This is an optimization exercise on Yosys and OpenROAD, whose aim is small area, a short achievable clock period and few clock cycles per item, not a production implementation. The RTL was checked by simulation tests, not by an equivalence proof against the original design. No driver is modelled on the clock port, so clocking that relies on it looks cheaper here than on a real chip.

oak:
// timing_recovery_top
module timing_recovery_top (
  input  wire                  clk,
  input  wire                  reset_i,
  input  wire                  raw_valid_i,
  input  timing_pkg::sample_t  raw_i_i,
  input  timing_pkg::sample_t  raw_q_i,
  input  wire           [15:0] step_i,
  input  timing_pkg::mu_gain_t mu_gain_i,
  input  wire                  sym_ready_i,
  output logic                 raw_ready_o,
  output logic                 sym_valid_o,
  output timing_pkg::sym_t     sym_i_o,
  output timing_pkg::sym_t     sym_q_o
);
clock: 9.0 ns
lec_check: 0
cap_margin: 20
core_margin: 2
core_utilization: 65
cts_buf_list: sky130_fd_sc_hd__clkbuf_4 sky130_fd_sc_hd__clkbuf_8
setup_slack_margin: 4.0
slew_margin: 20
standard.sh (not shown) runs the stock make flow with config.mk's settings and CLKGATE_MAP_FILE= SYNTH_SCRIPT=/design/flow/synth_recipe.tcl, a recipe that flattens the netlist after the stock synthesis.
==> flow/flow/run.sh <==
#!/bin/bash
# Standard layout with three changes:
#  - plain buffers on the ports instead of the delay buffers buffer_ports picks
#  - after synthesis, inv_opt.tcl pushes inverters through the full adders
#    (a full adder is self-dual), removing inverter pairs between adder cells
#  - after clock tree synthesis, skew.tcl gives the mu register and the output
#    symbol register a later clock (useful skew between internal stages)
set -euo pipefail
export BUFFER_PORTS_ARGS="-buffer_cell sky130_fd_sc_hd__buf_2"
export POST_SYNTH_TCL="$PWD/flow/inv_opt.tcl"
export POST_CTS_TCL="$PWD/flow/skew.tcl"
bash standard.sh > standard_flow.log 2>&1
==> flow/flow/skew.tcl <==
# Useful skew between internal register stages: the mu register (end of
# stage 2) and the output symbol register (end of stage 3) get their clock
# a little later than the other registers, through extra clock buffers
# inserted after clock tree synthesis (POST_CTS_TCL hook). This moves slack
# from the short paths after these registers to the long multiply paths
# that end in them.

namespace eval skew {
  proc insert {pattern masters} {
    set block [ord::get_db_block]
    set db [ord::get_db]
    set groups [dict create]
    foreach inst [$block getInsts] {
      if {![regexp $pattern [$inst getName]]} { continue }
      set ck [$inst findITerm CLK]
      if {$ck eq "NULL" || $ck eq ""} { continue }
      set net [$ck getNet]
      dict lappend groups [$net getName] $inst
    }
    set nb 0
    dict for {netname flops} $groups {
      set net [$block findNet $netname]
      # place the chain at the flops' centroid
      set sx 0; set sy 0
      foreach f $flops {
        set loc [$f getLocation]
        incr sx [lindex $loc 0]; incr sy [lindex $loc 1]
      }
      set cx [expr {$sx / [llength $flops]}]
      set cy [expr {$sy / [llength $flops]}]
      set src $net
      foreach m $masters {
        variable uid
        incr uid
        set master [$db findMaster $m]
        set b [odb::dbInst_create $block $master "skew_buf_$uid"]
        set out [odb::dbNet_create $block "skew_net_$uid"]
        $out setSigType CLOCK
        [$b findITerm A] connect $src
        [$b findITerm X] connect $out
        $b setLocation $cx $cy
        $b setPlacementStatus PLACED
        set src $out
        incr nb
      }
      foreach f $flops {
        set ck [$f findITerm CLK]
        $ck disconnect
        $ck connect $src
      }
    }
    puts "skew: $pattern: [dict size $groups] clock groups, $nb buffers"
  }
  variable uid 0
}

skew::insert {^i_symbol_nco\.mu_sel_o\\?\[} {sky130_fd_sc_hd__clkdlybuf4s25_1 sky130_fd_sc_hd__clkbuf_4}
skew::insert {^i_symbol_joiner\.sym_[iq]_o\\?\[} {sky130_fd_sc_hd__clkdlybuf4s50_1 sky130_fd_sc_hd__clkdlybuf4s25_1 sky130_fd_sc_hd__clkbuf_4}
detailed_placement
check_placement
estimate_parasitics -placement
report_worst_slack -max
report_worst_slack -min
Other scripts of this flow, unchanged in this note and not shown: flow/flow/inv_opt.tcl
Testbench counts of oak, summed over its fixed seeds: cycles 24,012, items 24,000.
Input changes introduced in pine (baseline for comparison: oak):
--- a/flow/flow/skew.tcl
+++ b/flow/flow/skew.tcl
@@ -57,2 +57,2 @@
-skew::insert {^i_symbol_nco\.mu_sel_o\\?\[} {sky130_fd_sc_hd__clkdlybuf4s25_1 sky130_fd_sc_hd__clkbuf_4}
-skew::insert {^i_symbol_joiner\.sym_[iq]_o\\?\[} {sky130_fd_sc_hd__clkdlybuf4s50_1 sky130_fd_sc_hd__clkdlybuf4s25_1 sky130_fd_sc_hd__clkbuf_4}
+skew::insert {^i_symbol_nco\.mu_sel_o\\?\[} {sky130_fd_sc_hd__clkdlybuf4s25_1 sky130_fd_sc_hd__clkbuf_2}
+skew::insert {^i_symbol_joiner\.sym_[iq]_o\\?\[} {sky130_fd_sc_hd__clkdlybuf4s50_1 sky130_fd_sc_hd__clkdlybuf4s25_1 sky130_fd_sc_hd__clkbuf_2}
--- outcome ---
There was hardly any difference in average via count per standard cell between oak and pine. On worst clock skew on the final layout: between oak and pine, it ends up higher for oak. Worst slack on hold paths: pine better than oak.
Changes in birch relative to pine:
--- a/flow/flow/run.sh
+++ b/flow/flow/run.sh
@@ -2 +2 @@
-# Standard layout with three changes:
+# Standard layout with two changes:
@@ -6,2 +5,0 @@
-#  - after clock tree synthesis, skew.tcl gives the mu register and the output
-#    symbol register a later clock (useful skew between internal stages)
@@ -11 +8,0 @@
-export POST_CTS_TCL="$PWD/flow/skew.tcl"
--- a/flow/config.mk
+++ b/flow/config.mk
@@ -10 +10 @@
-export CORE_UTILIZATION = 65
+export CORE_UTILIZATION = 55
removed: flow/flow/skew.tcl
--- outcome ---
birch: done, clean on timing, DRC and antenna
Delta (birch minus pine): final-layout fill cell count has increased, post-detailed-routing wire length has increased, cell depth of the worst min-delay path has decreased, number of global-route vias before repair has decreased, number of core rows has increased.

port drivers added, routing unchanged:
The results above use ideal ports. As a check the final layouts listed here were re-extracted and re-timed, cells and wires unchanged.
Step 1, drivers: a clkbuf_16 drives clk and a buf_2 each remaining input, both assumed.
Step 2, shift: input delay + t, output delay - t, t = (earliest + latest rising clock arrival at the registers) / 2. This alone moves slack from input paths to output paths.
a / b / c = ideal / step 1 / step 2; a / b = the first two.
| run | t, ns | setup slack, ns | hold slack, ns | worst setup path at the end | latest minus earliest clock arrival (ns) | worst register clock-pin slew, ns |
|---|---|---|---|---|---|---|
| oak | 1.057 | 4.458 / 4.458 / 3.858 | 0.116 / 0.116 / 0.116 | input to register | 0.953 / 0.952 | 0.08 / 0.08 |
| pine | 1.055 | 4.456 / 4.456 / 3.872 | 0.139 / 0.139 / 0.139 | input to register | 0.949 / 0.949 | 0.12 / 0.12 |
| birch | 0.635 | 4.275 / 4.275 / 4.263 | 0.457 / 0.457 / 0.457 | input to register | 0.034 / 0.035 | 0.07 / 0.07 |
In oak and pine the clock reaches the registers at very different times; t lies between them, and the last value is a rough guide only. The setup slack of oak, which loses most, moves by 0.000 ns with the drivers and by -0.600 ns with both steps.
